This design comes from an exercise in tuning for small area and a short achievable clock period on the open sky130 flow, not from production work. Function was checked by simulation only, so behaviour that the tests miss may differ from the original. Power and IR drop assume default switching activity.

<file path="design/flow/config.mk">
export PLATFORM = sky130hd
export DESIGN_NAME = wts_sound_core
export DESIGN_NICKNAME = wts_sound_core
export VERILOG_FILES = /design/flow/design.v
export SDC_FILE = /design/flow/constraint.sdc
export NUM_CORES = 4
export LEC_CHECK = 0
export CAP_MARGIN = 20
export CORE_MARGIN = 2
export CORE_UTILIZATION = 40
export SETUP_SLACK_MARGIN = 3.6
export SLEW_MARGIN = 20
</file>
<file path="design/flow/constraint.sdc">
create_clock -name core_clock -period 6.5 [get_ports {clk}]
set_input_delay 1.3000 -clock core_clock [delete_from_list [all_inputs] [get_ports {clk}]]
set_output_delay 1.3000 -clock core_clock [all_outputs]
set_load 0.01 [all_outputs]
</file>
<file path="design/flow/design.v">
package wts_timing_pkg;
	localparam int NUM_CH    = 5;   
	localparam int NUM_SLOTS = 6;   
	localparam int CPU_SLOT  = 5;   
	localparam int SLOT_W    = 3;   
endpackage
package wts_wave_pkg;
	localparam int SAMPLE_W = 8;               
	localparam int PHASE_W  = 5;               
	localparam int ID_W     = 3;               
	localparam int RAM_AW   = ID_W + PHASE_W;  
	localparam int VOL_W    = 4;    
	localparam int FREQ_W   = 12;   
	localparam int OUT_W    = 12;
	localparam int OUT_MID  = 2048;  
	function automatic logic [15:0] add16(input logic [15:0] a, input logic [15:0] b, input logic cin);
		logic [15:0] p, g, gg, pp, gn, pn;
		p = a ^ b;
		g = a & b;
		g[0] = g[0] | (p[0] & cin);
		gg = g;
		pp = p;
		for (int d = 1; d < 16; d = d * 2) begin
			gn = gg;
			pn = pp;
			for (int i = d; i < 16; i++) begin
				gn[i] = gg[i] | (pp[i] & gg[i-d]);
				pn[i] = pp[i] & pp[i-d];
			end
			gg = gn;
			pp = pn;
		end
		add16 = p ^ {gg[14:0], cin};
	endfunction
endpackage
`timescale 1ns/1ps
module wts_slot_arbiter (
	input  logic                               clk,
	input  logic                               nreset,
	input  logic [wts_wave_pkg::PHASE_W-1:0]   phase_next,
	input  logic                               write_pending,
	output logic [wts_timing_pkg::SLOT_W-1:0]  slot,
	output logic                               cpu_grant,
	output logic                               next_is_cpu,    
	output logic [wts_wave_pkg::RAM_AW-1:0]    play_addr_next,  
	output logic                               ram_we,
	output logic                               play_valid,
	output logic [wts_timing_pkg::SLOT_W-1:0]  play_channel
);
	logic [wts_timing_pkg::SLOT_W-1:0] slot_inc;
	assign slot_inc = (slot == wts_timing_pkg::SLOT_W'(wts_timing_pkg::NUM_SLOTS - 1)) ? '0 : slot + 1'b1;
	always_ff @(posedge clk) begin
		slot <= nreset ? slot_inc : '0;
	end
	assign cpu_grant = (slot == wts_timing_pkg::SLOT_W'(wts_timing_pkg::CPU_SLOT));
	assign next_is_cpu    = (slot_inc == wts_timing_pkg::SLOT_W'(wts_timing_pkg::CPU_SLOT));
	assign play_addr_next = {slot_inc[wts_wave_pkg::ID_W-1:0],
		(slot_inc < wts_timing_pkg::SLOT_W'(wts_timing_pkg::NUM_CH)) ? phase_next : wts_wave_pkg::PHASE_W'(0)};
	assign ram_we = cpu_grant & write_pending;
	always_ff @(posedge clk) begin
		if (!nreset) begin
			play_valid   <= 1'b0;
			play_channel <= '0;
		end else begin
			play_valid   <= ~cpu_grant;
			play_channel <= slot;
		end
	end
endmodule
`timescale 1ns/1ps
module wts_cpu_port (
	input  logic                                clk,
	input  logic                                nreset,
	input  logic [wts_wave_pkg::ID_W-1:0]       sram_id,
	input  logic [wts_wave_pkg::PHASE_W-1:0]    sram_a,
	input  logic [wts_wave_pkg::SAMPLE_W-1:0]   sram_d,
	input  logic                                sram_oe,
	input  logic                                sram_we,
	input  logic                                cpu_grant,
	input  logic [wts_wave_pkg::SAMPLE_W-1:0]   ram_q,
	output logic [wts_wave_pkg::RAM_AW-1:0]     cpu_addr,
	output logic                                strobe,
	output logic [wts_wave_pkg::SAMPLE_W-1:0]   cpu_data,
	output logic                                write_pending,
	output logic [wts_wave_pkg::SAMPLE_W-1:0]   sram_q,
	output logic                                sram_q_en
);
	logic                              read_pending;
	logic [wts_wave_pkg::ID_W-1:0]     req_id;
	logic [wts_wave_pkg::PHASE_W-1:0]  req_a;
	assign strobe = sram_oe | sram_we;
	always_ff @(posedge clk) begin
		if (strobe) begin
			req_id   <= sram_id;
			req_a    <= sram_a;
			cpu_data <= sram_d;
		end
	end
	always_ff @(posedge clk) begin
		if (!nreset) begin
			read_pending  <= 1'b0;
			write_pending <= 1'b0;
		end else if (strobe) begin
			read_pending  <= sram_oe;
			write_pending <= sram_we;
		end else if (cpu_grant) begin
			read_pending  <= 1'b0;
			write_pending <= 1'b0;
		end
	end
	always_ff @(posedge clk) begin
		if (!nreset) begin
			sram_q_en <= 1'b0;
		end else begin
			sram_q_en <= cpu_grant & read_pending;
		end
	end
	assign cpu_addr      = {req_id, req_a};
	assign sram_q   = ram_q;   
endmodule
`timescale 1ns/1ps
module wts_tone_generator (
	input  logic                              clk,
	input  logic                              nreset,
	input  logic [wts_timing_pkg::SLOT_W-1:0] slot,
	input  logic [wts_timing_pkg::NUM_CH-1:0] key_on,
	input  logic [wts_timing_pkg::NUM_CH*wts_wave_pkg::FREQ_W-1:0] reg_frequency_count,   
	output logic [wts_wave_pkg::PHASE_W-1:0]  phase_next   
);
	localparam int NS = wts_timing_pkg::NUM_SLOTS;
	logic [wts_wave_pkg::PHASE_W-1:0] phase [NS];
	logic [wts_wave_pkg::FREQ_W-1:0]  count [NS];
	logic                             update_en;
	logic                             key;
	logic [wts_wave_pkg::FREQ_W-1:0]  freq;
	logic [wts_wave_pkg::PHASE_W-1:0] phase_upd;
	logic [wts_wave_pkg::FREQ_W-1:0]  count_upd;
	assign update_en = (slot < wts_timing_pkg::SLOT_W'(wts_timing_pkg::NUM_CH));
	assign key       = update_en && key_on[slot];
	assign freq      = reg_frequency_count[slot*wts_wave_pkg::FREQ_W +: wts_wave_pkg::FREQ_W];
	always_comb begin
		phase_upd = phase[0];
		count_upd = count[0];
		if (key) begin
			phase_upd = '0;   
			count_upd = freq;
		end else if (update_en) begin
			if (count[0] == '0) begin
				count_upd = freq;
				phase_upd = phase[0] + 1'b1;   
			end else begin
				count_upd = wts_wave_pkg::FREQ_W'(wts_wave_pkg::add16(16'(count[0]), 16'hffff, 1'b0));
			end
		end
	end
	always_ff @(posedge clk) begin
		for (int i = 0; i < NS - 1; i++) begin
			phase[i] <= nreset ? phase[i+1] : '0;
			count[i] <= nreset ? count[i+1] : '0;
		end
		phase[NS-1] <= phase_upd;
		count[NS-1] <= count_upd;
	end
	assign phase_next = phase[1];
endmodule
`timescale 1ns/1ps
module wts_wave_ram (
	input  logic                              clk,
	input  logic                              nreset,          
	input  logic                              next_is_cpu,     
	input  logic [wts_wave_pkg::RAM_AW-1:0]   play_addr_next,  
	input  logic                              strobe,          
	input  logic [wts_wave_pkg::RAM_AW-1:0]   in_addr,
	input  logic                              ram_we,          
	input  logic [wts_wave_pkg::RAM_AW-1:0]   wr_addr,         
	input  logic [wts_wave_pkg::SAMPLE_W-1:0] ram_wdata,
	output logic [wts_wave_pkg::SAMPLE_W-1:0] ram_q
);
	localparam int AW        = wts_wave_pkg::RAM_AW;
	localparam int DW        = wts_wave_pkg::SAMPLE_W;
	localparam int DEPTH     = 2**AW;
	localparam int HW        = AW / 2;
	localparam int HN        = 2**HW;
	localparam int PORT_STEP = 6;   
	localparam int NPORT     = (DEPTH + PORT_STEP - 1) / PORT_STEP;
	logic [DEPTH*DW-1:0] ring;        
	logic [AW-1:0]       rot;         
	logic [HN-1:0]       rd_sel_lo;   
	logic [HN-1:0]       rd_sel_hi;
	logic [AW-1:0]       rd_pos;      
	logic                rd_fwd;      
	logic [AW-1:0]       wb_cnt;      
	logic [AW-1:0]       wb_addr;
	logic [DW-1:0]       wb_data;
	logic                wb_valid;
	logic [NPORT-1:0]    port_en;
	logic                wb_commit;
	logic [AW-1:0]       rd_pos_next;
	logic                rd_fwd_next;
	logic                wb_keep;
	always_comb begin
		for (int j = 0; j < NPORT; j++) begin
			port_en[j] = wb_valid && (wb_cnt == AW'(j * PORT_STEP + 2));
		end
	end
	assign wb_commit = |port_en;
	always_ff @(posedge clk) begin
		for (int i = 0; i < DEPTH; i++) begin
			if ((i % PORT_STEP) == 0 && port_en[i / PORT_STEP]) begin
				ring[i*DW +: DW] <= wb_data;
			end else begin
				ring[i*DW +: DW] <= ring[((i + 1) % DEPTH)*DW +: DW];
			end
		end
	end
	function automatic logic [AW-1:0] pos_of(input logic [AW-1:0] addr, input logic [AW-1:0] r);
		pos_of = AW'(wts_wave_pkg::add16(16'(addr), 16'(~r), 1'b0));
	endfunction
	assign wb_keep = wb_valid && !wb_commit;
	function automatic logic fwd_of(input logic [AW-1:0] addr, input logic we, input logic [AW-1:0] waddr,
		input logic keep, input logic [AW-1:0] baddr);
		fwd_of = we ? (waddr == addr) : (keep && baddr == addr);
	endfunction
	always_comb begin
		logic [AW-1:0] p_cpu;
		logic          f_cpu;
		p_cpu = strobe ? pos_of(in_addr, rot) : pos_of(wr_addr, rot);
		f_cpu = strobe ? fwd_of(in_addr, ram_we, wr_addr, wb_keep, wb_addr)
			: fwd_of(wr_addr, ram_we, wr_addr, wb_keep, wb_addr);
		if (!nreset) begin
			rd_pos_next = ~rot;
			rd_fwd_next = fwd_of('0, ram_we, wr_addr, wb_keep, wb_addr);
		end else if (next_is_cpu) begin
			rd_pos_next = p_cpu;
			rd_fwd_next = f_cpu;
		end else begin
			rd_pos_next = pos_of(play_addr_next, rot);
			rd_fwd_next = fwd_of(play_addr_next, ram_we, wr_addr, wb_keep, wb_addr);
		end
	end
	always_comb begin
		rd_pos = '0;
		for (int k = 0; k < HN; k++) begin
			if (rd_sel_lo[k]) rd_pos[HW-1:0]  = rd_pos[HW-1:0] | HW'(k);
			if (rd_sel_hi[k]) rd_pos[AW-1:HW] = rd_pos[AW-1:HW] | HW'(k);
		end
	end
	always_ff @(posedge clk) begin
		rot <= AW'(wts_wave_pkg::add16(16'(rot), 16'd1, 1'b0));
		if (ram_we) begin
			wb_cnt   <= rd_pos;
			wb_addr  <= wr_addr;
			wb_data  <= ram_wdata;
			wb_valid <= 1'b1;
		end else begin
			wb_cnt   <= AW'(wts_wave_pkg::add16(16'(wb_cnt), 16'hffff, 1'b0));
			wb_valid <= wb_keep;
		end
		rd_fwd <= rd_fwd_next;
		for (int k = 0; k < HN; k++) begin
			rd_sel_lo[k] <= (rd_pos_next[HW-1:0] == HW'(k));
			rd_sel_hi[k] <= (rd_pos_next[AW-1:HW] == HW'(k));
		end
	end
	always_ff @(posedge clk) begin
		logic [DW-1:0] grp;
		logic [DW-1:0] rd_data;
		rd_data = '0;
		for (int j = 0; j < HN; j++) begin
			grp = '0;
			for (int k = 0; k < HN; k++) begin
				grp = grp | (ring[(j*HN + k)*DW +: DW] & {DW{rd_sel_lo[k]}});
			end
			rd_data = rd_data | (grp & {DW{rd_sel_hi[j]}});
		end
		ram_q <= rd_fwd ? wb_data : rd_data;
	end
endmodule
`timescale 1ns/1ps
module wts_channel_mixer (
	input  logic                              clk,
	input  logic                              nreset,
	input  logic                              play_valid,
	input  logic [wts_timing_pkg::SLOT_W-1:0] play_channel,
	input  logic [wts_wave_pkg::SAMPLE_W-1:0] ram_q,
	input  logic [wts_timing_pkg::NUM_CH*wts_wave_pkg::VOL_W-1:0] reg_volume,   
	input  logic [wts_timing_pkg::NUM_CH*2-1:0] reg_enable,   
	output logic [wts_wave_pkg::OUT_W-1:0]    left_out,
	output logic [wts_wave_pkg::OUT_W-1:0]    right_out
);
	localparam int SW = wts_wave_pkg::SAMPLE_W;
	localparam int VW = wts_wave_pkg::VOL_W;
	localparam int OW = wts_wave_pkg::OUT_W;
	localparam int RW = SW + 2;   
	logic [RW-1:0]   left_a;    
	logic [RW-1:0]   left_b;    
	logic [RW-1:0]   right_a;
	logic [RW-1:0]   right_b;
	logic [VW-1:0]   ch_vol;
	logic [1:0]      ch_en;
	logic [VW-1:0]   vol_l;
	logic [VW-1:0]   vol_r;
	logic [RW-1:0]   q1;
	logic [RW-1:0]   q2;
	logic [RW-1:0]   q3;
	logic [OW-1:0]   left_sum;
	logic [OW-1:0]   right_sum;
	logic [OW-1:0]   left_total;
	logic [OW-1:0]   right_total;
	function automatic logic [RW-1:0] row(input logic [1:0] digit, input logic [RW-1:0] m1,
		input logic [RW-1:0] m2, input logic [RW-1:0] m3);
		case (digit)
			2'd0: row = '0;
			2'd1: row = m1;
			2'd2: row = m2;
			default: row = m3;
		endcase
	endfunction
	function automatic logic [OW-1:0] mix_add(input logic [OW-1:0] sum, input logic [RW-1:0] a_row,
		input logic [RW-1:0] b_row);
		logic [15:0] a, b, c, s, cy, t;
		a  = 16'($signed(a_row));
		b  = 16'($signed(b_row)) << 2;
		c  = {sum, 4'b0};
		s  = a ^ b ^ c;
		cy = ((a & b) | (a & c) | (b & c)) << 1;
		t  = wts_wave_pkg::add16(s, cy, 1'b0);
		mix_add = t[15:4];
	endfunction
	assign ch_vol = reg_volume[play_channel*VW +: VW];
	assign ch_en  = (nreset && play_valid) ? reg_enable[play_channel*2 +: 2] : 2'b00;
	assign vol_l  = ch_en[1] ? ch_vol : '0;
	assign vol_r  = ch_en[0] ? ch_vol : '0;
	assign q1     = RW'($signed(ram_q));
	assign q2     = q1 << 1;
	assign q3     = RW'(wts_wave_pkg::add16(16'($signed(ram_q)), 16'($signed(ram_q)) << 1, 1'b0));
	always_ff @(posedge clk) begin
		left_a  <= row(vol_l[1:0], q1, q2, q3);
		left_b  <= row(vol_l[3:2], q1, q2, q3);
		right_a <= row(vol_r[1:0], q1, q2, q3);
		right_b <= row(vol_r[3:2], q1, q2, q3);
	end
	assign left_total  = mix_add(left_sum, left_a, left_b);
	assign right_total = mix_add(right_sum, right_a, right_b);
	always_ff @(posedge clk) begin
		if (!nreset) begin
			left_sum  <= '0;
			right_sum <= '0;
			left_out  <= OW'(wts_wave_pkg::OUT_MID);
			right_out <= OW'(wts_wave_pkg::OUT_MID);
		end else if (play_valid) begin
			left_sum  <= left_total;
			right_sum <= right_total;
		end else begin
			left_out  <= left_total ^ OW'(wts_wave_pkg::OUT_MID);
			right_out <= right_total ^ OW'(wts_wave_pkg::OUT_MID);
			left_sum  <= '0;
			right_sum <= '0;
		end
	end
endmodule
`timescale 1ns/1ps
module wts_sound_core (
	input  logic                                clk,
	input  logic                                nreset,
	input  logic [wts_timing_pkg::NUM_CH-1:0]   key_on,
	input  logic [wts_timing_pkg::NUM_CH*wts_wave_pkg::FREQ_W-1:0] reg_frequency_count,   
	input  logic [wts_timing_pkg::NUM_CH*wts_wave_pkg::VOL_W-1:0]  reg_volume,            
	input  logic [wts_timing_pkg::NUM_CH*2-1:0]                    reg_enable,            
	input  logic [wts_wave_pkg::ID_W-1:0]       sram_id,
	input  logic [wts_wave_pkg::PHASE_W-1:0]    sram_a,
	input  logic [wts_wave_pkg::SAMPLE_W-1:0]   sram_d,
	input  logic                                sram_oe,
	input  logic                                sram_we,
	output logic [wts_wave_pkg::SAMPLE_W-1:0]   sram_q,
	output logic                                sram_q_en,
	output logic [wts_wave_pkg::OUT_W-1:0]      left_out,
	output logic [wts_wave_pkg::OUT_W-1:0]      right_out
);
	logic [wts_timing_pkg::SLOT_W-1:0]  slot;
	logic                               next_is_cpu;
	logic [wts_wave_pkg::RAM_AW-1:0]    play_addr_next;
	logic                               strobe;
	logic                               cpu_grant;
	logic                               ram_we;
	logic [wts_wave_pkg::SAMPLE_W-1:0]  ram_q;
	logic                               play_valid;
	logic [wts_timing_pkg::SLOT_W-1:0]  play_channel;
	logic [wts_wave_pkg::PHASE_W-1:0]   phase_next;
	logic [wts_wave_pkg::RAM_AW-1:0]    cpu_addr;
	logic [wts_wave_pkg::SAMPLE_W-1:0]  cpu_data;
	logic                               write_pending;
	wts_slot_arbiter u_slot_arbiter (
		.clk           (clk),
		.nreset        (nreset),
		.phase_next    (phase_next),
		.write_pending (write_pending),
		.slot          (slot),
		.cpu_grant     (cpu_grant),
		.next_is_cpu   (next_is_cpu),
		.play_addr_next (play_addr_next),
		.ram_we        (ram_we),
		.play_valid    (play_valid),
		.play_channel  (play_channel)
	);
	wts_cpu_port u_cpu_port (
		.clk           (clk),
		.nreset        (nreset),
		.sram_id       (sram_id),
		.sram_a        (sram_a),
		.sram_d        (sram_d),
		.sram_oe       (sram_oe),
		.sram_we       (sram_we),
		.cpu_grant     (cpu_grant),
		.ram_q         (ram_q),
		.cpu_addr      (cpu_addr),
		.strobe        (strobe),
		.cpu_data      (cpu_data),
		.write_pending (write_pending),
		.sram_q        (sram_q),
		.sram_q_en     (sram_q_en)
	);
	wts_tone_generator u_tone_generator (
		.clk                 (clk),
		.nreset              (nreset),
		.slot                (slot),
		.key_on              (key_on),
		.reg_frequency_count (reg_frequency_count),
		.phase_next          (phase_next)
	);
	wts_wave_ram u_wave_ram (
		.clk       (clk),
		.ram_we    (ram_we),
		.nreset    (nreset),
		.next_is_cpu (next_is_cpu),
		.play_addr_next (play_addr_next),
		.strobe    (strobe),
		.in_addr   ({sram_id, sram_a}),
		.wr_addr   (cpu_addr),
		.ram_wdata (cpu_data),
		.ram_q     (ram_q)
	);
	wts_channel_mixer u_channel_mixer (
		.clk          (clk),
		.nreset       (nreset),
		.play_valid   (play_valid),
		.play_channel (play_channel),
		.ram_q        (ram_q),
		.reg_volume   (reg_volume),
		.reg_enable   (reg_enable),
		.left_out     (left_out),
		.right_out    (right_out)
	);
endmodule
</file>
<file path="design/flow/run.sh">
#!/bin/bash
# synth_recipe.tcl (not shown) runs the flow's synth.tcl, then flattens the netlist and writes it again
# the make line also repeats each setting of config.mk as NAME=value (left out here)
make -C /OpenROAD-flow-scripts/flow DESIGN_CONFIG=/design/flow/config.mk WORK_HOME=/design/flow/orfs CLKGATE_MAP_FILE= SYNTH_SCRIPT=/design/flow/synth_recipe.tcl finish
</file>
==> results of run 1 <==
## state kept, by name, summed over array words and instances (netlist names), 8 cells and up
register	flops
u_wave_ram.ring	2048
u_tone_generator.count	72
u_tone_generator.phase	30
u_wave_ram.rd_sel_hi	16
u_wave_ram.rd_sel_lo	16
u_channel_mixer.left_out	12
u_channel_mixer.left_sum	12
u_channel_mixer.right_out	12
u_channel_mixer.right_sum	12
u_channel_mixer.left_b	10
u_channel_mixer.right_b	10
u_channel_mixer.left_a	8
u_channel_mixer.right_a	8
u_cpu_port.cpu_data	8
u_wave_ram.ram_q	8
u_wave_ram.rot	8
u_wave_ram.wb_addr	8
u_wave_ram.wb_cnt	8
u_wave_ram.wb_data	8
## cell type report
| type | instances | area, sq um |
|---|---|---|
| Antenna cell | 6 | 15.0 |
| Clock buffer | 309 | 6210 |
| Clock inverter | 93 | 1300 |
| Fill cell | 15200 | 90000 |
| Inverter | 41 | 170 |
| Multi-Input combinational cell | 2774 | 22200 |
| Sequential cell | 2334 | 47200 |
| Tap cell | 2325 | 2910 |
| Timing Repair Buffer | 346 | 4050 |
| Timing Repair inverter | 1 | 5.00 |
## worst max-delay path: cells and delay by family (launching register included)
| kind | cells | cell delay (ns) |
|---|---|---|
| flip-flops | 1 | 0.63 |
| AND/OR/NAND/NOR | 6 | 1.68 |
| AO/OA/AOI/OAI | 2 | 0.55 |
## report_power, final
group	leakage [nW]	total [W]	internal, W	switching (W)
Combinational	9.97	0.00114	0.000409	0.000729
Sequential	18.9	0.0146	0.0144	0.000177
Clock	3.68	0.0133	0.00767	0.00560
## per-stage QoR
step                      utilization (%)  instance area (sq um)  setup slack, ns  hold slack, ns
final                                48.3                  84000             3.52           0.326
after global routing                 48.3                  84000             3.38           0.332
after CTS                            47.9                  83300             3.35           0.327
after detailed placement             42.6                  74200             2.08           0.335
after global placement               42.6                  74200             2.11           0.332
after floorplan                         -                  70200             3.25           0.331
## per-layer routing
metal	up-vias	global-route usage (%)
li1	21000	-
met1	24400	34.5
met2	2325	38.5
met3	527	5.32
met4	8	10.6
met5	-	0
## cells in the final DEF (no fill, tap or decap), types with 41 or more instances in the layout
| cell type | n |
|---|---|
| dfxtp_1 | 2266 |
| a22o_1 | 402 |
| a221oi_1 | 398 |
| mux2_2 | 286 |
| a22oi_1 | 264 |
| clkbuf_16 | 221 |
| nor2_1 | 175 |
| nand4_1 | 152 |
| nand2_1 | 149 |
| o21ai_0 | 137 |
| buf_4 | 121 |
| clkdlybuf4s50_1 | 108 |
| and2_1 | 93 |
| nand3_1 | 84 |
| a21oi_1 | 61 |
| clkbuf_1 | 50 |
| ha_1 | 49 |
| xnor2_1 | 47 |
| xor2_1 | 42 |
| clkbuf_8 | 41 |
## logic make-up after synthesis
kind of cell	Yosys count
flip-flops	2334
AO/OA/AOI/OAI	1428
multiplexers	328
XOR/XNOR	92
AND/OR/NAND/NOR	838
adder cells (fa/ha/maj)	88
buffers and inverters	387
## worst min-delay path by stage
stage	startpoint	end	slack (ns)	depth (start not counted)
4_1_cts	u_wave_ram.ring[695]	u_wave_ram.ring[687]	0.33	0
2_1_floorplan	u_wave_ram.ring[22]	u_wave_ram.ring[14]	0.33	0
3_3_place_gp	u_wave_ram.ring[1244]	u_wave_ram.ring[1236]	0.33	0
3_5_place_dp	u_wave_ram.ring[1374]	u_wave_ram.ring[1366]	0.34	0
5_1_grt	u_wave_ram.ring[369]	u_wave_ram.ring[361]	0.33	0
6_report	u_wave_ram.ring[1651]	u_wave_ram.ring[1643]	0.33	0
## repair_timing
item,in CTS,in global routing
resized for setup,154,90
pin swaps,21,50
setup endpoints to repair,119,117
cloned,16,3
setup buffers,66,26
==> results.yml, run 1 <==
run_status:
  status: "no timing/DRC/antenna violations"
floorplanning:
  start_util_pct: 40.3
  io_pins: 148
  die_h_um: 423
  fp.dieW_um: 423
  rows: 153
  core-area_sq_mm: 0.174
  dieArea_sq_mm: 0.179
synth:
  synth_compound_gate_area_share_pct: 16.0
  synth_top_family_by_area: "compound AO/OA/AOI/OAI gates"
  synth_commonest_cells: "dfxtp_1, a221oi_1, a22o_1"
  syn_area_sq_mm: 0.0701
  yosys.area_share.simple_pct: 6.21
  yosysMostFrequentCell: "dfxtp_1"
  ys_seq_area_share_pct: 67.1
  syn_nets: 5698
  synth_area_leaders: "dfxtp_1, a221oi_1, a22o_1, mux2_2, a22oi_1"
  synth_edf_count: 32
  ys_types: 83
  synthMuxAreaShare_pct: 5.46
  yosys_warnings: 7
  async_reset_ff_share_pct: 0
  post_synth_xor_area_fraction_pct: 1.20
  synthCells: 5495
  synthAdderAreaFrac_pct: 1.87
  synth_area_per_cell_sq_um: 12.8
  yosys.area.top_type: "dfxtp_1"
  ys_seq_elements: 2334
  synth-main-ff-cell: "dfxtp_1"
  synth_top_area_share_pct: 65.7
detailed_routing:
  routed_via_density: 5.86
  ant_nets: 0
  detail_route.iter0.violations: 5718
  wl_per_cell_um: 28.6
  dr.pass1.iters: 6
  drcViolationCount: 0
  maxUsedRoutingLayer: "met5"
  wirelength_um: 235000
  route.met3.wl_um: 21600
  wl_met2_um: 103000
  vias: 48200
  wl_met1_um: 100000
sta:
  fmax_mhz: 336
  tightest_slew_ns: 1.16
  hold_viol_final: 0
  finalCriticalPeriod_ns: 2.98
  finalCritPeriodShare_pct: 45.8
  tns_ns: 0
  finClkSkew_ns: 0.0290
  slew_violations: 0
  rsz0062_at_grt: "yes"
  maxSlewHeadroom_pct: 22.8
  setup_viol: 0
global_routing:
  antenna_found_initial: 12
  overflow: 0
  grt_pass1_wl_um: 334000
  track_usage_pct: 25.2
  grt_pass1_vias: 47600
  grt_max_degree: 80
worst_setup_path:
  worst-path-max-fanout: 15
  cp-end-kind: "register"
  start_kind: "register"
  crit_start: "u_wave_ram.wb_cnt[3]"
  rr_endpoint: "u_wave_ram.rd_fwd"
  path_cells: "or2_1 -> nor2_1 -> nand3_4 -> and4_1 -> nand4_1 -> nor4_4 -> o21ai_1 -> a2111oi_2"
  worstReg2RegStart: "u_wave_ram.wb_cnt[3]"
  rrSetupSlack_ns: 3.52
  critPathArrivalTime_ns: 3.72
  worstSetupPathType: "register to register"
  cpPeakStageDelay_ns: 0.63
  critPathRequiredTime_ns: 7.24
  crit_path_end: "u_wave_ram.rd_fwd"
  ff2ff_path_depth: 8
  crit_slowest_cell: "dfxtp_1"
placement:
  gp_congestion: 0.895
  placed_cells: 7710
  dp_hpwl_um: 128000
  portBuffers: 147
clocking:
  clk_latency_ns: 0.85
  holdBufCountCts: 0
  cts_tree: "yes"
  cts_buffers: 215
  clockBufferDepth: 3
  root_buffer: "clkbuf_16"
  h-tree-depth: 4
  cts.sinks: 2334
  clk_pin_slew_ns: 0.06
power_and_ir_drop:
  vdd_drop_max_uv: 228
  finalPower_w: 0.0290
  power_density_mw_per_mm2: 346
  leakage_nw: 32.5
final_layout:
  nets: 5916
  area_growth_pct: 19.8
  fin_cells: 8229
  drive_gt1_share_pct: 17.4
min_path:
  hold_class: "register to register"
flow_run:
  maxCapViolCount: 0
==> run 2, diff against run 1 <==
--- a/design/flow/config.mk
+++ b/design/flow/config.mk
@@ -9,4 +9,6 @@
 export CORE_MARGIN = 2
 export CORE_UTILIZATION = 40
+export CTS_CLUSTER_DIAMETER = 60
+export CTS_CLUSTER_SIZE = 30
 export SETUP_SLACK_MARGIN = 3.6
 export SLEW_MARGIN = 20
==> run 2 against run 1 <==
  * Largest power group unchanged
  * Critical path type unchanged
  * Clock power is 29% lower
  * Highest routed layer unchanged
  * Flip-flop and latch count stayed put
  * Count of clock-buffer cells in the layout is 177 lower
==> results.yml, run 2 <==
floorplanning:
  dieArea_sq_mm: 0.179
  die_h_um: 423
  core-area_sq_mm: 0.174
  rows: 153
  start_util_pct: 40.3
  io_pins: 148
  fp.dieW_um: 423
synth:
  ys_seq_elements: 2334
  synth_edf_count: 32
  synthMuxAreaShare_pct: 5.46
  yosysMostFrequentCell: "dfxtp_1"
  synthAdderAreaFrac_pct: 1.87
  ys_seq_area_share_pct: 67.1
  yosys_warnings: 7
  synth_compound_gate_area_share_pct: 16.0
  synth-main-ff-cell: "dfxtp_1"
  synth_commonest_cells: "dfxtp_1, a221oi_1, a22o_1"
  async_reset_ff_share_pct: 0
  synthCells: 5495
  synth_area_per_cell_sq_um: 12.8
  synth_top_area_share_pct: 65.7
  syn_nets: 5698
  synth_top_family_by_area: "compound AO/OA/AOI/OAI gates"
  syn_area_sq_mm: 0.0701
  ys_types: 83
  post_synth_xor_area_fraction_pct: 1.20
  yosys.area_share.simple_pct: 6.21
  yosys.area.top_type: "dfxtp_1"
  synth_area_leaders: "dfxtp_1, a221oi_1, a22o_1, mux2_2, a22oi_1"
min_path:
  hold_class: "register to register"
flow_run:
  maxCapViolCount: 0
detailed_routing:
  ant_nets: 0
  routed_via_density: 5.89
  wl_per_cell_um: 28.5
  wirelength_um: 230000
  drcViolationCount: 0
  detail_route.iter0.violations: 5194
  vias: 47400
  dr.pass1.iters: 8
sta:
  finClkSkew_ns: 0.0560
  finalCritPeriodShare_pct: 46.0
  maxSlewHeadroom_pct: 24.1
  finalCriticalPeriod_ns: 2.99
  layout_setup_ws_ns: 3.51
  fmax_mhz: 335
  fin_hold_ws_ns: 0.317
  setup_viol: 0
  hold_viol_final: 0
  tns_ns: 0
  rsz0062_at_grt: "yes"
  tightest_slew_ns: 1.14
  slew_violations: 0
placement:
  pre_cts_ws_ns: 2.08
  gp_congestion: 0.895
  dpl_cell_area_sq_mm: 0.0742
  portBuffers: 147
  dp_hpwl_um: 128000
run_status:
  status: "no timing/DRC/antenna violations"
global_routing:
  grt_pass1_vias: 46400
  antenna_found_initial: 15
  overflow: 0
  track_usage_pct: 24.7
  grt_pass1_wl_um: 327000
  grt_max_degree: 80
worst_setup_path:
  cpPeakStageDelay_ns: 0.52
  worstSetupPathType: "register to register"
  cp-end-kind: "register"
  start_kind: "register"
  path_cells: "inv_1 -> ha_1 -> and2_4 -> nand3_1 -> inv_1 -> o21ai_0 -> nand3_1 -> nor4_4 -> o21ai_1 -> a2111oi_2"
  critPathArrivalTime_ns: 3.68
  crit_slowest_cell: "nor4_4"
  worst-path-max-fanout: 5
  critPathRequiredTime_ns: 7.19
final_layout:
  regMostFlops: "u_wave_ram.ring"
  stdcell_area_sq_mm: 0.0809
  drive_gt1_share_pct: 15.6
  nets: 5824
  largest_register_ffs: 2048
  reg.largest.list: "u_wave_ram.ring (2048), u_tone_generator.count (72), u_tone_generator.phase (30)"
  fillCellCount: 15500
  mostFrequentLayoutCell: "dfxtp_1"
  mostFrequentLayoutCells: "dfxtp_1, a22o_1, a221oi_1, mux2_2, a22oi_1"
  ff_latch_area_sq_mm: 0.0472
  area_growth_pct: 15.3
  multi_input_area_sq_mm: 0.0222
clocking:
  clockBufferDepth: 3
  cts_buffers: 121
  clk_pin_slew_ns: 0.12
  cts_tree: "yes"
  root_buffer: "clkbuf_16"
  holdBufCountCts: 0
  cts.sinks: 2334
  h-tree-depth: 3
  clk_latency_ns: 0.81
power_and_ir_drop:
  leakage_nw: 31.0
  power_density_mw_per_mm2: 312
  vdd_drop_max_uv: 269
run 2: cell counts after synthesis:
No cell type changed its count.
run 2: what timing repair did:
| action | in CTS | in global routing |
|---|---|---|
| gates cloned | 13 | 1 |
| setup endpoints to repair | 120 | 75 |
| resized for setup | 148 | 88 |
| buffers inserted | 66 | 33 |
| pin swaps | 18 | 58 |
run 2: worst max-delay path: cells and delay by family, from the launching register on:
family	cells	cell delay [ns]
simple gates	4	1.23
fa+ha+maj	1	0.27
buf+inv	2	0.22
flops	1	0.37
compound gates	3	0.77
run 2: cells by family after synthesis:
kind of cell | after synthesis
AOI/OAI and AO/OA | 1428
muxes | 328
xor gates and xnor gates | 92
adders and majority gates | 88
and+or+nand+nor | 838
DFF | 2334
buffers and inverters | 387
run 2: routing by layer:
metal | GRT usage, % | up-vias | wire length (um)
li1 | - | 20700 | -
met1 | 34.3 | 24000 | 99300
met2 | 37.9 | 2144 | 101000
met3 | 4.92 | 458 | 19600
met4 | 8.93 | 14 | 9340
met5 | 0 | - | 106
run 2: report_power, final:
part | switching (W) | internal, W
combinational | 0.000731 | 0.000401
clock | 0.00534 | 0.00414
sequential | 0.000172 | 0.0144
run 2: final timing paths:
path	startpoint	end	slack [ns]	depth (start not counted)
worst max-delay path	u_wave_ram.wb_cnt[0]	u_wave_ram.rd_fwd	3.51	10
worst min-delay path	u_wave_ram.ring[1370]	u_wave_ram.ring[1362]	0.32	0
worst max register to register	u_wave_ram.wb_cnt[0]	u_wave_ram.rd_fwd	3.51	10
worst min register to register	u_wave_ram.ring[1370]	u_wave_ram.ring[1362]	0.32	0
run 2: cell type report:
type                            count  area share [%]
Inverter                           41           0.210
Multi-Input combinational cell   2774            27.4
Tap cell                         2325            3.60
Timing Repair Buffer              348            4.87
Timing Repair inverter              1         0.00619
Sequential cell                  2334            58.3
Clock inverter                     91            1.66
Clock buffer                      132            3.90
Antenna cell                        4          0.0124
run 2: metrics by stage:
| step | std cells | utilization (%) | power (W) |
|---|---|---|---|
| floorplan | 5495 | - | 0.0155 |
| global placement | 7710 | 42.6 | 0.0159 |
| detailed placement | 7710 | 42.6 | 0.0159 |
| CTS | 8012 | 46.1 | 0.0252 |
| global route | 8048 | 46.5 | 0.0259 |
| finish | 8050 | 46.5 | 0.0252 |
==> run 3, diff against run 2 <==
--- a/design/flow/design.v
+++ b/design/flow/design.v
@@ -195,14 +195,19 @@
 	logic                wb_valid;
 	logic [NPORT-1:0]    port_en;
-	logic                wb_commit;
+	logic                wb_commit;   
+	logic [AW-1:0]       wb_cnt_next;
+	logic                wb_valid_next;
 	logic [AW-1:0]       rd_pos_next;
 	logic                rd_fwd_next;
 	logic                wb_keep;
+	function automatic logic at_port(input logic [AW-1:0] cnt);
+		at_port = 1'b0;
+		for (int j = 0; j < NPORT; j++) at_port = at_port | (cnt == AW'(j * PORT_STEP + 2));
+	endfunction
 	always_comb begin
 		for (int j = 0; j < NPORT; j++) begin
-			port_en[j] = wb_valid && (wb_cnt == AW'(j * PORT_STEP + 2));
+			port_en[j] = wb_commit && (wb_cnt == AW'(j * PORT_STEP + 2));
 		end
 	end
-	assign wb_commit = |port_en;
 	always_ff @(posedge clk) begin
 		for (int i = 0; i < DEPTH; i++) begin
@@ -217,5 +222,7 @@
 		pos_of = AW'(wts_wave_pkg::add16(16'(addr), 16'(~r), 1'b0));
 	endfunction
-	assign wb_keep = wb_valid && !wb_commit;
+	assign wb_keep       = wb_valid && !wb_commit;
+	assign wb_cnt_next   = ram_we ? rd_pos : AW'(wts_wave_pkg::add16(16'(wb_cnt), 16'hffff, 1'b0));
+	assign wb_valid_next = ram_we || wb_keep;
 	function automatic logic fwd_of(input logic [AW-1:0] addr, input logic we, input logic [AW-1:0] waddr,
 		input logic keep, input logic [AW-1:0] baddr);
@@ -249,12 +256,10 @@
 		rot <= AW'(wts_wave_pkg::add16(16'(rot), 16'd1, 1'b0));
 		if (ram_we) begin
-			wb_cnt   <= rd_pos;
 			wb_addr  <= wr_addr;
 			wb_data  <= ram_wdata;
-			wb_valid <= 1'b1;
-		end else begin
-			wb_cnt   <= AW'(wts_wave_pkg::add16(16'(wb_cnt), 16'hffff, 1'b0));
-			wb_valid <= wb_keep;
 		end
+		wb_cnt    <= wb_cnt_next;
+		wb_valid  <= wb_valid_next;
+		wb_commit <= wb_valid_next && at_port(wb_cnt_next);
 		rd_fwd <= rd_fwd_next;
 		for (int k = 0; k < HN; k++) begin
--- a/design/flow/config.mk
+++ b/design/flow/config.mk
@@ -10,5 +10,5 @@
 export CORE_UTILIZATION = 40
 export CTS_CLUSTER_DIAMETER = 60
-export CTS_CLUSTER_SIZE = 30
+export CTS_CLUSTER_SIZE = 20
 export SETUP_SLACK_MARGIN = 3.6
 export SLEW_MARGIN = 20
==> run 3 against run 2 <==
  * Cell area is essentially flat
  * Clock skew is 0.019 ns lower
  * Utilization is essentially flat
  * Synthesized area about the same
  * Routed wire length fell by 2.1%
  * Global-route usage decreased by 0.68 points
  * Via count is 2.0% lower
  * Non-clock buffer count down 31
  * Power is 2.3% higher
  * Register-to-register slack improved by 0.06 ns
  * Largest cell class unchanged
  * Highest routed layer unchanged
==> results.yml, run 3 <==
final_layout:
  largest_register_ffs: 2048
  reg.largest.list: "u_wave_ram.ring (2048), u_tone_generator.count (72), u_tone_generator.phase (30)"
  regMostFlops: "u_wave_ram.ring"
  nets: 5708
  area_growth_pct: 15.2
  mostFrequentLayoutCells: "dfxtp_1, a221oi_1, a22o_1, mux2_2, a22oi_1"
  stdcell_area_sq_mm: 0.0809
  fin_cells: 7904
  drive_gt1_share_pct: 16.7
  mostFrequentLayoutCell: "dfxtp_1"
sta:
  finalCritPeriodShare_pct: 45.1
  layout_setup_ws_ns: 3.57
  rsz0062_at_grt: "yes"
  fin_hold_ws_ns: 0.333
  finClkSkew_ns: 0.0371
  slew_violations: 0
  maxSlewHeadroom_pct: 10.4
  tns_ns: 0
  setup_viol: 0
  tightest_slew_ns: 1.34
  finalCriticalPeriod_ns: 2.93
  fmax_mhz: 341
  hold_viol_final: 0
global_routing:
  overflow: 0
  antenna_found_initial: 12
  grt_pass1_vias: 45500
  track_usage_pct: 24.0
  grt_pass1_wl_um: 318000
  grt_max_degree: 95
worst_setup_path:
  ff2ff_path_depth: 7
  path_cells: "buf_12 -> a22o_1 -> a221oi_1 -> nand4_1 -> a22oi_1 -> nand4_1 -> o31a_1"
  critPathArrivalTime_ns: 3.65
  cpPeakStageDelay_ns: 0.67
  cp-end-kind: "register"
  worstSetupPathType: "register to register"
  crit_slowest_cell: "a22oi_1"
  cpMostUsedCell: "nand4_1"
  worst-path-max-fanout: 87
  start_kind: "register"
  critPathRequiredTime_ns: 7.22
placement:
  placed_cells: 7585
  portBuffers: 147
  dpl_cell_area_sq_mm: 0.0742
  gp_congestion: 0.897
  pre_cts_ws_ns: 2.28
  dp_hpwl_um: 128000
detailed_routing:
  detail_route.iter0.violations: 5061
  drcViolationCount: 0
  wl_met1_um: 98400
  vias: 46400
  route.met3.wl_um: 18300
  wl_met2_um: 101000
  routed_via_density: 5.88
  maxUsedRoutingLayer: "met5"
  wirelength_um: 225000
  wl_per_cell_um: 28.4
  dr.pass1.iters: 7
  ant_nets: 0
run_status:
  status: "no timing/DRC/antenna violations"
synth:
  syn_area_sq_mm: 0.0702
  yosysMostFrequentCell: "dfxtp_1"
  synth_area_leaders: "dfxtp_1, mux2_2, a221oi_1, a22o_1, a22oi_1"
  syn_nets: 5580
  ys_seq_elements: 2335
  synthCells: 5377
  yosys.area.top_type: "dfxtp_1"
  ys_types: 78
  async_reset_ff_share_pct: 0
  yosys_warnings: 7
  synth_top_area_share_pct: 65.7
  ys_seq_area_share_pct: 67.1
  synth_edf_count: 32
  synth-main-ff-cell: "dfxtp_1"
  synth_area_per_cell_sq_um: 13.0
  synth_commonest_cells: "dfxtp_1, a221oi_1, a22o_1"
clocking:
  clockBufferDepth: 3
  cts.sinks: 2335
  clk_pin_slew_ns: 0.09
  holdBufCountCts: 0
  cts_buffers: 148
  cts_tree: "yes"
  root_buffer: "clkbuf_16"
  clk_latency_ns: 0.83
  h-tree-depth: 4
power_and_ir_drop:
  vdd_drop_max_uv: 195
  leakage_nw: 31.1
  power_density_mw_per_mm2: 319
floorplanning:
  start_util_pct: 40.3
  rows: 153
  die_h_um: 423
  fp.dieW_um: 423
  dieArea_sq_mm: 0.179
  io_pins: 148
  core-area_sq_mm: 0.174
min_path:
  hold_class: "register to register"
  hold_depth: 0
flow_run:
  maxCapViolCount: 0
run 3: stage by stage:
step           total power, W  util, %
2_1_floorplan          0.0158        -
3_3_place_gp           0.0162     42.6
3_5_place_dp           0.0163     42.6
4_1_cts                0.0258     45.9
5_1_grt                0.0265     46.5
6_report               0.0258     46.5
run 3: worst max-delay path, delay by kind of cell (launching register included):
kind,cells,cell delay (ns)
compound gates,4,1.56
simple gates,2,0.51
flops,1,0.41
buf+inv,1,0.29
run 3: final timing paths:
| kind | slack [ns] | start | to |
|---|---|---|---|
| worst max-delay path | 3.57 | u_wave_ram.rd_sel_lo[0] | u_wave_ram.ram_q[5] |
| worst min-delay path | 0.33 | u_wave_ram.ring[805] | u_wave_ram.ring[797] |
| worst max register to register | 3.57 | u_wave_ram.rd_sel_lo[0] | u_wave_ram.ram_q[5] |
| worst min register to register | 0.33 | u_wave_ram.ring[805] | u_wave_ram.ring[797] |
run 3: logic make-up after synthesis:
family	count (synthesis)	synth area share, %
AO/OA/AOI/OAI	1344	15.6
flip-flops	2335	67.1
multiplexers	389	6.49
buffers and inverters	392	2.11
adder cells (fa/ha/maj)	88	1.87
AND/OR/NAND/NOR	743	5.78
XOR/XNOR	86	1.07
run 3: power breakdown:
| group | total, W | leakage, nW | internal (W) | switching [W] |
|---|---|---|---|---|
| logic | 0.00131 | 9.97 | 0.000492 | 0.000820 |
| registers | 0.0148 | 18.9 | 0.0146 | 0.000253 |
| clock network | 0.00966 | 2.23 | 0.00470 | 0.00496 |
| total | 0.0258 | 31.1 | 0.0198 | 0.00603 |
run 3: timing repair:
action | 4_1_cts | 5_1_grt
setup buffers | 39 | 45
pin swaps | 46 | 87
hold endpoints to repair | 0 | 0
setup endpoints to repair | 87 | 66
cloned | 8 | 3
resized for setup | 187 | 106
run 3: layout make-up:
cell class,count,area [sq um]
Clock inverter,48,657
Sequential cell,2335,47200
Tap cell,2325,2910
Antenna cell,7,17.5
Clock buffer,169,3910
Inverter,53,211
Multi-Input combinational cell,2650,22400
Timing Repair Buffer,317,3570
Fill cell,15300,93200
run 3: routing by layer:
metal  track usage, %  vias to the layer above
met2             37.3                     1954
met5                0                        -
met4             8.30                        8
li1                 -                    20400
met1             33.3                    23700
met3             4.63                      422
==> run 4, diff against run 3 <==
--- a/design/flow/config.mk
+++ b/design/flow/config.mk
@@ -11,4 +11,4 @@
 export CTS_CLUSTER_DIAMETER = 60
 export CTS_CLUSTER_SIZE = 20
-export SETUP_SLACK_MARGIN = 3.6
+export SETUP_SLACK_MARGIN = 3.4
 export SLEW_MARGIN = 20
==> run 4 against run 3 <==
  * Still clean on timing, DRC and antenna
  * Global-route usage shrank 0.41 points
  * Fmax shrank 7.0%
  * Via count shrank 1.4%
  * Critical path type unchanged
  * Critical endpoint is now u_wave_ram.ram_q[3]
  * Largest power group unchanged
==> results.yml, run 4 <==
clocking:
  h-tree-depth: 4
  cts.sinks: 2335
  root_buffer: "clkbuf_16"
  cts_buffers: 144
  holdBufCountCts: 0
  clockBufferDepth: 3
  clk_latency_ns: 0.81
  cts_tree: "yes"
  clk_pin_slew_ns: 0.08
worst_setup_path:
  crit_family: "compound AO/OA/AOI/OAI gates"
  cp-end-kind: "register"
  critPathRequiredTime_ns: 7.15
  path_cells: "buf_12 -> a22o_1 -> a221oi_1 -> nand4_1 -> a22oi_1 -> nand4_1 -> o31a_1"
  rr_endpoint: "u_wave_ram.ram_q[3]"
  rrSetupSlack_ns: 3.35
  worstReg2RegStart: "u_wave_ram.rd_sel_lo[8]"
  crit_slowest_cell: "dfxtp_4"
  critPathArrivalTime_ns: 3.80
  critPathBufInv: 1
  cpMostUsedCell: "nand4_1"
  start_kind: "register"
  worstSetupPathType: "register to register"
  worst-path-max-fanout: 60
  cpPeakStageDelay_ns: 0.57
  ff2ff_path_depth: 7
synth:
  ys_seq_area_share_pct: 67.1
  ys_types: 78
  async_reset_ff_share_pct: 0
  synth-main-ff-cell: "dfxtp_1"
  yosysMostFrequentCell: "dfxtp_1"
  synth_area_per_cell_sq_um: 13.0
  synth_commonest_cells: "dfxtp_1, a221oi_1, a22o_1"
  synth_top_area_share_pct: 65.7
  synth_edf_count: 32
  synthCells: 5377
  ys_seq_elements: 2335
  syn_nets: 5580
  synth_area_leaders: "dfxtp_1, mux2_2, a221oi_1, a22o_1, a22oi_1"
  yosys_warnings: 7
  yosys.area.top_type: "dfxtp_1"
  syn_area_sq_mm: 0.0702
placement:
  portBuffers: 147
  dpl_cell_area_sq_mm: 0.0743
  dp_hpwl_um: 132000
  gp_congestion: 0.887
final_layout:
  nets: 5672
  reg.largest.list: "u_wave_ram.ring (2048), u_tone_generator.count (72), u_tone_generator.phase (30)"
  drive_gt1_share_pct: 14.9
  regMostFlops: "u_wave_ram.ring"
  stdcell_area_sq_mm: 0.0795
  fillCellCount: 15600
  largest_register_ffs: 2048
  post-route-util_pct: 45.7
  mostFrequentLayoutCell: "dfxtp_1"
  area_growth_pct: 13.3
  mostFrequentLayoutCells: "dfxtp_1, a221oi_1, a22o_1, mux2_2, a22oi_1"
global_routing:
  track_usage_pct: 23.6
  antenna_found_initial: 12
  grt_pass1_wl_um: 314000
  overflow: 0
  grt_pass1_vias: 45400
  grt_max_degree: 97
floorplanning:
  fp.dieW_um: 423
  io_pins: 148
  dieArea_sq_mm: 0.179
  start_util_pct: 40.3
  die_h_um: 423
  core-area_sq_mm: 0.174
  rows: 153
detailed_routing:
  vias: 45800
  detail_route.iter0.violations: 4748
  wl_per_cell_um: 27.9
  drcViolationCount: 0
  routed_via_density: 5.83
  wirelength_um: 219000
  ant_nets: 0
  dr.pass1.iters: 6
sta:
  tightest_slew_ns: 1.21
  slew_violations: 0
  finalCriticalPeriod_ns: 3.15
  fin_hold_ws_ns: 0.327
  rsz0062_at_grt: "yes"
  fmax_mhz: 317
  tns_ns: 0
  setup_viol: 0
  finalCritPeriodShare_pct: 48.5
  maxSlewHeadroom_pct: 18.8
  hold_viol_final: 0
  finClkSkew_ns: 0.0303
min_path:
  hold_depth: 0
  hold_class: "register to register"
  min-delay-start: "u_wave_ram.ring[650]"
  min_to: "u_wave_ram.ring[642]"
power_and_ir_drop:
  vdd_drop_max_uv: 193
  finalPower_w: 0.0252
  power_density_mw_per_mm2: 317
  leakage_nw: 30.5
run_status:
  status: "no timing/DRC/antenna violations"
flow_run:
  maxCapViolCount: 0
-- run 4: cell count changes in the layout (fill, tap and decap cells not counted), moves of 9 or more --
cell	change
clkdlybuf4s50_1	+22
o21ai_0	+14
o21ai_1	-9
dlygate4sd2_1	-22
buf_12	-12
-- run 4: repair_timing --
| action | 4_1_cts | 5_1_grt |
|---|---|---|
| pin swaps | 9 | 21 |
| buffers inserted | 13 | 25 |
| cloned | 4 | 0 |
| gates resized for setup | 73 | 70 |
| endpoints found under the setup margin | 59 | 46 |
| endpoints found under the hold margin | 0 | 0 |
-- run 4: stage by stage --
stage	worst slack, ns	std cells
global route	3.38	7849
CTS	3.37	7822
finish	3.35	7851
global placement	1.93	7605
floorplan	3.12	5377
detailed placement	1.83	7606
-- run 4: layout make-up --
class	instances	area [sq um]	area share (%)
clock inverter	34	422	0.530
clock buffer	165	3820	4.80
multi-input combinational	2650	22000	27.7
timing repair buffer	285	2910	3.67
sequential	2335	47200	59.3
antenna	4	10.0	0.0126
inverter	53	205	0.258
tap	2325	2910	3.66
-- run 4: worst register-to-register path: stages (launching register included) --
cell	delay [ns]
dfxtp_4	0.57
buf_12	0.39
a22o_1	0.33
a221oi_1	0.31
nand4_1	0.36
a22oi_1	0.47
nand4_1	0.21
o31a_1	0.37
-- run 4: power breakdown --
| group | leakage, nW | switching [W] | internal [W] |
|---|---|---|---|
| clock | 2.07 | 0.00484 | 0.00434 |
| sequential | 18.9 | 0.000273 | 0.0146 |
| combinational | 9.57 | 0.000752 | 0.000442 |
-- run 4: worst max path at each step --
stage,startpoint,to,cells past startpoint
5_1_grt,u_wave_ram.rd_sel_lo[13],u_wave_ram.ram_q[2],8
2_1_floorplan,sram_a[1],u_wave_ram.rd_sel_hi[6],10
6_report,u_wave_ram.rd_sel_lo[8],u_wave_ram.ram_q[3],7
4_1_cts,u_slot_arbiter.slot[0],u_wave_ram.rd_sel_hi[15],12
3_3_place_gp,sram_we,u_wave_ram.rd_sel_hi[5],8
3_5_place_dp,sram_we,u_wave_ram.rd_sel_hi[5],8
-- run 4: logic make-up after synthesis --
family          Yosys count  share of synthesized area [%]
simple gates            743                           5.78
mux                     389                           6.49
buf+inv                 392                           2.11
xor+xnor                 86                           1.07
compound gates         1344                           15.6
fa+ha+maj                88                           1.87
flops                  2335                           67.1
-- run 4: per-layer routing --
layer,GRT usage (%),part of all wire (%),up-vias
met5,0,0.016,-
met4,8.64,3.5,6
li1,-,-,20200
met3,3.98,7.5,344
met1,32.7,44,23400
met2,36.9,45,1783
==> run 5, diff against run 4 <==
--- a/design/flow/config.mk
+++ b/design/flow/config.mk
@@ -8,7 +8,7 @@
 export CAP_MARGIN = 20
 export CORE_MARGIN = 2
-export CORE_UTILIZATION = 40
+export CORE_UTILIZATION = 65
 export CTS_CLUSTER_DIAMETER = 60
 export CTS_CLUSTER_SIZE = 20
-export SETUP_SLACK_MARGIN = 3.4
+export SETUP_SLACK_MARGIN = 3.8
 export SLEW_MARGIN = 20
==> run 5 against run 4 <==
  * Critical path type is now input pin to register
  * Worst hold slack improved by 0.0011 ns
  * Count of clock-buffer cells in the layout fell by 2
  * Largest power group unchanged
  * Setup slack improved by 0.078 ns
  * Cell area rose by 1.5%
  * Non-clock buffer count rose by 117
  * Routed wire length rose by 1.7%
  * Sequential share of layout area fell by 0.87 points
  * Power fell by 0.52%
==> results.yml, run 5 <==
run_status:
  status: "no timing/DRC/antenna violations"
placement:
  portBuffers: 147
  placed_cells: 6676
  gp_congestion: 0.933
  dp_hpwl_um: 125000
  pre_cts_ws_ns: 2.25
floorplanning:
  core-area_sq_mm: 0.107
  dieArea_sq_mm: 0.111
  rows: 120
  start_util_pct: 65.5
  io_pins: 148
  die_h_um: 333
  fp.dieW_um: 333
worst_setup_path:
  crit_family: "simple AND/OR/NAND/NOR gates"
  critPathBufInv: 2
  crit_slowest_cell: "nor4_1"
  cpPeakStageDelay_ns: 0.39
  path_cells: "dlygate4sd2_1 -> ha_2 -> o21a_1 -> a2111oi_4 -> buf_4 -> nor4_1 -> nor3b_2 -> or3_4 -> and3_4 -> nor4_2"
  start_kind: "input pin"
  critPathRequiredTime_ns: 7.17
  worstSetupPathType: "input pin to register"
  worst-path-max-fanout: 8
  cp-end-kind: "register"
  critPathArrivalTime_ns: 3.75
synth:
  ys_types: 78
  synth_area_per_cell_sq_um: 13.0
  syn_nets: 5580
  syn_area_sq_mm: 0.0702
  yosys.area.top_type: "dfxtp_1"
  synthCells: 5377
  async_reset_ff_share_pct: 0
  synth_area_leaders: "dfxtp_1, mux2_2, a221oi_1, a22o_1, a22oi_1"
  synth-main-ff-cell: "dfxtp_1"
  ys_seq_elements: 2335
  synth_top_area_share_pct: 65.7
  synth_edf_count: 32
  yosysMostFrequentCell: "dfxtp_1"
  ys_seq_area_share_pct: 67.1
  yosys_warnings: 7
  synth_commonest_cells: "dfxtp_1, a221oi_1, a22o_1"
power_and_ir_drop:
  leakage_nw: 31.5
  finalPower_w: 0.0251
  vdd_drop_max_uv: 279
  power_density_mw_per_mm2: 311
final_layout:
  largest_register_ffs: 2048
  drive_gt1_share_pct: 19.2
  mostFrequentLayoutCell: "dfxtp_1"
  mostFrequentLayoutCells: "dfxtp_1, a22o_1, a221oi_1, mux2_2, a22oi_1"
  regMostFlops: "u_wave_ram.ring"
  reg.largest.list: "u_wave_ram.ring (2048), u_tone_generator.count (72), u_tone_generator.phase (30)"
  fin_cells: 7032
  area_growth_pct: 15.0
  post-route-util_pct: 75.4
  fillCellCount: 6953
  nets: 5785
sta:
  tightest_slew_ns: 1.23
  layout_setup_ws_ns: 3.43
  fmax_mhz: 325
  rsz0062_at_grt: "yes"
  tns_ns: 0
  finClkSkew_ns: 0.0354
  hold_viol_final: 0
  slew_violations: 0
  setup_viol: 0
  finalCritPeriodShare_pct: 47.3
  finalCriticalPeriod_ns: 3.07
  maxSlewHeadroom_pct: 17.8
global_routing:
  grt_pass1_wl_um: 314000
  grt_pass1_vias: 46500
  antenna_found_initial: 13
  grt_max_degree: 96
  overflow: 0
  track_usage_pct: 38.6
clocking:
  clockBufferDepth: 3
  h-tree-depth: 4
  clk_latency_ns: 0.79
  cts.sinks: 2335
  clk_pin_slew_ns: 0.08
  root_buffer: "clkbuf_16"
  cts_buffers: 139
  cts_tree: "yes"
detailed_routing:
  wirelength_um: 223000
  vias: 47900
  wl_per_cell_um: 31.7
  routed_via_density: 6.82
  dr.pass1.iters: 8
  detail_route.iter0.violations: 6086
  drcViolationCount: 0
  ant_nets: 0
flow_run:
  maxCapViolCount: 0
min_path:
  hold_class: "register to register"
[run 5: cell counts after synthesis]
No cell type changed its count.
[run 5: timing repair]
action                     CTS  global route
setup endpoints to repair  148           179
gates cloned                11             9
setup buffers              109            39
hold buffers                 0             0
pin swaps                   77           130
gates resized for setup    342           169
hold endpoints to repair     0             0
[run 5: cell type report]
class / instances / area [sq um] / area share (%)
Sequential cell: 2335 / 47200 / 58.5
Multi-Input combinational cell: 2651 / 22800 / 28.3
Timing Repair Buffer: 402 / 4720 / 5.85
Clock buffer: 163 / 3750 / 4.64
Tap cell: 1403 / 1760 / 2.18
Clock inverter: 21 / 236 / 0.293
Inverter: 53 / 218 / 0.270
Antenna cell: 4 / 10.0 / 0.0124
[run 5: path summary, 6_finish.rpt]
path	start	end	slack, ns	cells past startpoint
worst max-delay path	sram_a[3]	u_wave_ram.rd_sel_hi[5]	3.43	10
worst min-delay path	u_wave_ram.ring[1723]	u_wave_ram.ring[1715]	0.33	0
worst max register to register	u_wave_ram.rot[1]	u_wave_ram.rd_sel_hi[5]	3.46	12
worst min register to register	u_wave_ram.ring[1723]	u_wave_ram.ring[1715]	0.33	0
[run 5: cell families (layout without fill, tap and decap cells)]
kind of cell / Yosys count / count (layout) / synth area share [%]
AOI/OAI and AO/OA: 1344 / 1344 / 15.6
xor gates and xnor gates: 86 / 86 / 1.07
adders and majority gates: 88 / 88 / 1.87
buffers and inverters: 392 / 639 / 2.11
DFF: 2335 / 2335 / 67.1
muxes: 389 / 389 / 6.49
other: 0 / 4 / 0
and+or+nand+nor: 743 / 744 / 5.78
[run 5: where the power goes]
group / total, W / internal [W] / switching (W)
registers: 0.0148 / 0.0146 / 0.000249
logic: 0.00142 / 0.000548 / 0.000875
clock network: 0.00884 / 0.00419 / 0.00464
total: 0.0251 / 0.0193 / 0.00577
[run 5: through the flow]
step	cell area (sq um)	hold slack, ns
2_1_floorplan	70300	0.331
3_3_place_gp	73100	0.332
3_5_place_dp	73100	0.336
4_1_cts	79400	0.335
5_1_grt	80700	0.334
6_report	80700	0.328
[run 5: layer usage]
metal	GRT usage [%]	part of all wire, %	vias up
met3	8.68	11	627
met5	0	0.0049	-
met2	57.5	43	2879
li1	-	-	20500
met1	53.6	41	23900
met4	18.1	5.3	2
==> run 6, diff against run 5 <==
--- a/design/flow/config.mk
+++ b/design/flow/config.mk
@@ -8,7 +8,8 @@
 export CAP_MARGIN = 20
 export CORE_MARGIN = 2
-export CORE_UTILIZATION = 65
-export CTS_CLUSTER_DIAMETER = 60
-export CTS_CLUSTER_SIZE = 20
-export SETUP_SLACK_MARGIN = 3.8
+export CORE_UTILIZATION = 40
+export CTS_BUF_LIST = sky130_fd_sc_hd__clkbuf_8
+export CTS_CLUSTER_DIAMETER = 50
+export CTS_CLUSTER_SIZE = 12
+export SETUP_SLACK_MARGIN = 3.6
 export SLEW_MARGIN = 20
==> run 6 against run 5 <==
  * Global-route usage down 14 points
  * Register-to-register slack better by 0.12 ns
  * Setup slack better by 0.15 ns
  * First-iteration DRC count down 18%
  * Critical path depth down 4
  * Synthesized cell count unchanged
  * Clock skew up 0.041 ns
  * Non-clock buffer count down 90
  * Count of clock-buffer cells in the layout up 65
  * Routed wire length up 2.1%
  * Fmax up 5.1%
  * Critical endpoint is now u_wave_ram.ring[817]
  * Power down 2.8%
==> results.yml, run 6 <==
synth:
  synthCells: 5377
  synth_area_per_cell_sq_um: 13.0
  synth_commonest_cells: "dfxtp_1, a221oi_1, a22o_1"
  synth-main-ff-cell: "dfxtp_1"
  async_reset_ff_share_pct: 0
  synth_top_area_share_pct: 65.7
  syn_nets: 5580
  ys_seq_area_share_pct: 67.1
  synth_edf_count: 32
  synth_area_leaders: "dfxtp_1, mux2_2, a221oi_1, a22o_1, a22oi_1"
  yosys_warnings: 7
  yosysMostFrequentCell: "dfxtp_1"
  yosys.area.top_type: "dfxtp_1"
  ys_seq_elements: 2335
  ys_types: 78
  syn_area_sq_mm: 0.0702
detailed_routing:
  dr.pass1.iters: 5
  wl_per_cell_um: 28.6
  drcViolationCount: 0
  routed_via_density: 5.89
  detail_route.iter0.violations: 4979
  wirelength_um: 228000
  vias: 46800
  ant_nets: 0
final_layout:
  regMostFlops: "u_wave_ram.ring"
  fin_cells: 7951
  mostFrequentLayoutCell: "dfxtp_1"
  drive_gt1_share_pct: 18.2
  reg.largest.list: "u_wave_ram.ring (2048), u_tone_generator.count (72), u_tone_generator.phase (30)"
  multi_input_area_sq_mm: 0.0224
  nets: 5776
  fillCellCount: 15500
  area_growth_pct: 13.8
  ff_latch_area_sq_mm: 0.0472
  mostFrequentLayoutCells: "dfxtp_1, a221oi_1, a22o_1, mux2_2, clkbuf_8"
  largest_register_ffs: 2048
worst_setup_path:
  critPathArrivalTime_ns: 3.77
  critPathRequiredTime_ns: 7.35
  crit_family: "simple AND/OR/NAND/NOR gates"
  critPathBufInv: 1
  start_kind: "register"
  ff2ff_path_depth: 6
  worstSetupPathType: "register to register"
  crit_slowest_cell: "nand3_1"
  worstReg2RegStart: "u_wave_ram.wb_cnt[0]"
  cpPeakStageDelay_ns: 0.76
  rrSetupSlack_ns: 3.58
  cpMostUsedCell: "nor2b_1"
  rr_endpoint: "u_wave_ram.ring[817]"
  cp-end-kind: "register"
  path_cells: "inv_1 -> ha_1 -> nor2b_1 -> nor2b_1 -> nand3_1 -> mux2_2"
  worst-path-max-fanout: 8
min_path:
  min-delay-start: "u_wave_ram.ring[1103]"
  min_to: "u_wave_ram.ring[1095]"
  hold_class: "register to register"
  hold_depth: 0
sta:
  maxSlewHeadroom_pct: 13.6
  setup_viol: 0
  rsz0062_at_grt: "yes"
  tns_ns: 0
  finalCritPeriodShare_pct: 45.0
  tightest_slew_ns: 1.29
  finalCriticalPeriod_ns: 2.92
  slew_violations: 0
  finClkSkew_ns: 0.0766
  hold_viol_final: 0
  fmax_mhz: 342
clocking:
  cts.sinks: 2335
  cts_tree: "yes"
  cts_buffers: 221
  clk_pin_slew_ns: 0.08
  h-tree-depth: 4
  holdBufCountCts: 0
  clk_latency_ns: 1.01
  clockBufferDepth: 3
  root_buffer: "clkbuf_8"
global_routing:
  overflow: 0
  grt_max_degree: 95
  antenna_found_initial: 12
  grt_pass1_wl_um: 320000
  track_usage_pct: 24.2
  grt_pass1_vias: 46200
power_and_ir_drop:
  leakage_nw: 30.7
  vdd_drop_max_uv: 157
  power_density_mw_per_mm2: 305
floorplanning:
  core-area_sq_mm: 0.174
  rows: 153
  io_pins: 148
  start_util_pct: 40.3
  dieArea_sq_mm: 0.179
  fp.dieW_um: 423
  die_h_um: 423
placement:
  gp_congestion: 0.897
  dp_hpwl_um: 128000
  portBuffers: 147
  placed_cells: 7585
flow_run:
  maxCapViolCount: 0
run_status:
  status: "no timing/DRC/antenna violations"
[run 6: cell types whose count changed in the layout (fill, tap and decap cells not counted), moves of 10 or more]
cell	change
buf_6	-13
buf_2	+14
clkbuf_16	-150
inv_1	+13
a221oi_1	+43
clkbuf_1	-14
buf_12	-24
a221oi_2	-43
o21ai_0	+14
clkbuf_8	+225
buf_4	-39
clkdlybuf4s15_1	-10
[run 6: per-stage QoR]
step / power [W] / worst slack [ns] / hold slack [ns] / instance area [sq um] / utilization, %
finish: 0.0244 / 3.58 / 0.304 / 79900 / 45.9
global route: 0.0251 / 3.51 / 0.301 / 79900 / 45.9
CTS: 0.0244 / 3.56 / 0.290 / 78900 / 45.4
detailed placement: 0.0163 / 2.28 / 0.336 / 74200 / 42.6
global placement: 0.0162 / 2.27 / 0.333 / 74200 / 42.6
floorplan: 0.0158 / 3.13 / 0.331 / 70300 / -
[run 6: worst register-to-register path, stage by stage (launching register included)]
cell and delay (ns):
dfxtp_1 0.34, inv_1 0.11, ha_1 0.22, nor2b_1 0.27, nor2b_1 0.55, nand3_1 0.76
mux2_2 0.54
[run 6: metal layers]
metal	share of wire, %	GRT usage [%]	vias to the layer above	wire [um]
met5	0.030	0	-	68
met2	44	37.2	2201	99800
met4	4.1	9.43	10	9270
met3	9.2	5.40	517	21000
li1	-	-	20400	-
met1	43	33.0	23600	97400
[run 6: worst max path at each step]
stage / from / end / cells past startpoint / slack, ns
2_1_floorplan: sram_a[1] / u_wave_ram.rd_sel_hi[6] / 10 / 3.13
3_3_place_gp: sram_a[1] / u_wave_ram.rd_sel_hi[14] / 10 / 2.27
3_5_place_dp: sram_a[1] / u_wave_ram.rd_sel_hi[6] / 10 / 2.28
4_1_cts: u_wave_ram.ram_q[6] / sram_q[6] / 1 / 3.56
5_1_grt: u_slot_arbiter.slot[1] / u_wave_ram.rd_sel_hi[4] / 12 / 3.51
6_report: u_wave_ram.wb_cnt[0] / u_wave_ram.ring[817] / 6 / 3.58
[run 6: power by group]
group	internal (W)	switching, W
registers	0.0146	0.000249
logic	0.000481	0.000826
clock network	0.00345	0.00481
total	0.0185	0.00588
[run 6: kinds of logic after synthesis]
family          Yosys count  share of synthesized area, %
flops                  2335                          67.1
compound gates         1344                          15.6
simple gates            743                          5.78
buf+inv                 392                          2.11
mux                     389                          6.49
fa+ha+maj                88                          1.87
xor+xnor                 86                          1.07
[run 6: cell type report]
type	count	share of cell area, %
inverter	53	0.265
tap	2325	3.64
timing repair buffer	312	4.39
multi-input combinational	2650	28.1
antenna	4	0.0125
clock buffer	228	3.93
sequential	2335	59.1
clock inverter	44	0.620
[run 6: timing repair]
action	4_1_cts	5_1_grt
resized for setup	275	121
cloned	8	5
setup buffers	48	29
pin swaps	29	82
endpoints found under the setup margin	87	66

-- what the ideal ports hide --
In the flow no input, the clock included, has a driving cell. The finished layouts below were timed again as built, in two steps. Step 1 (the two cells are an assumption about what drives the block):
set clk [get_ports {clk}]
set_driving_cell -lib_cell sky130_fd_sc_hd__clkbuf_16 $clk
set_driving_cell -lib_cell sky130_fd_sc_hd__buf_2 [delete_from_list [all_inputs] $clk]
Step 2 adds t to the input delays and takes it off the output delays; t is the mean of the earliest and latest rising clock arrival at the registers after step 1. Input paths then give back, and output paths get back, about the clock's delay inside the block. Three values: ideal, step 1, step 2; two values: the first two.
| run | shift t [ns] | setup slack, ns | worst register clock-pin slew, ns | cell pins on the clock port's net |
|---|---|---|---|---|
| run 1 | 0.921 | 3.521 / 3.521 / 2.799 | 0.07 / 0.07 | 1 |
| run 2 | 0.875 | 3.513 / 3.513 / 2.840 | 0.12 / 0.12 | 1 |
| run 3 | 0.883 | 3.569 / 3.569 / 2.774 | 0.09 / 0.09 | 1 |
| run 4 | 0.878 | 3.349 / 3.349 / 2.619 | 0.09 / 0.09 | 1 |
| run 5 | 0.853 | 3.427 / 3.461 / 2.633 | 0.09 / 0.09 | 1 |
| run 6 | 1.048 | 3.577 / 3.572 / 2.683 | 0.09 / 0.09 | 1 |
After both steps setup and hold are still met in every run listed. The setup slack of run 6, which loses most, moves by -0.005 ns with the drivers and by -0.894 ns with both steps.
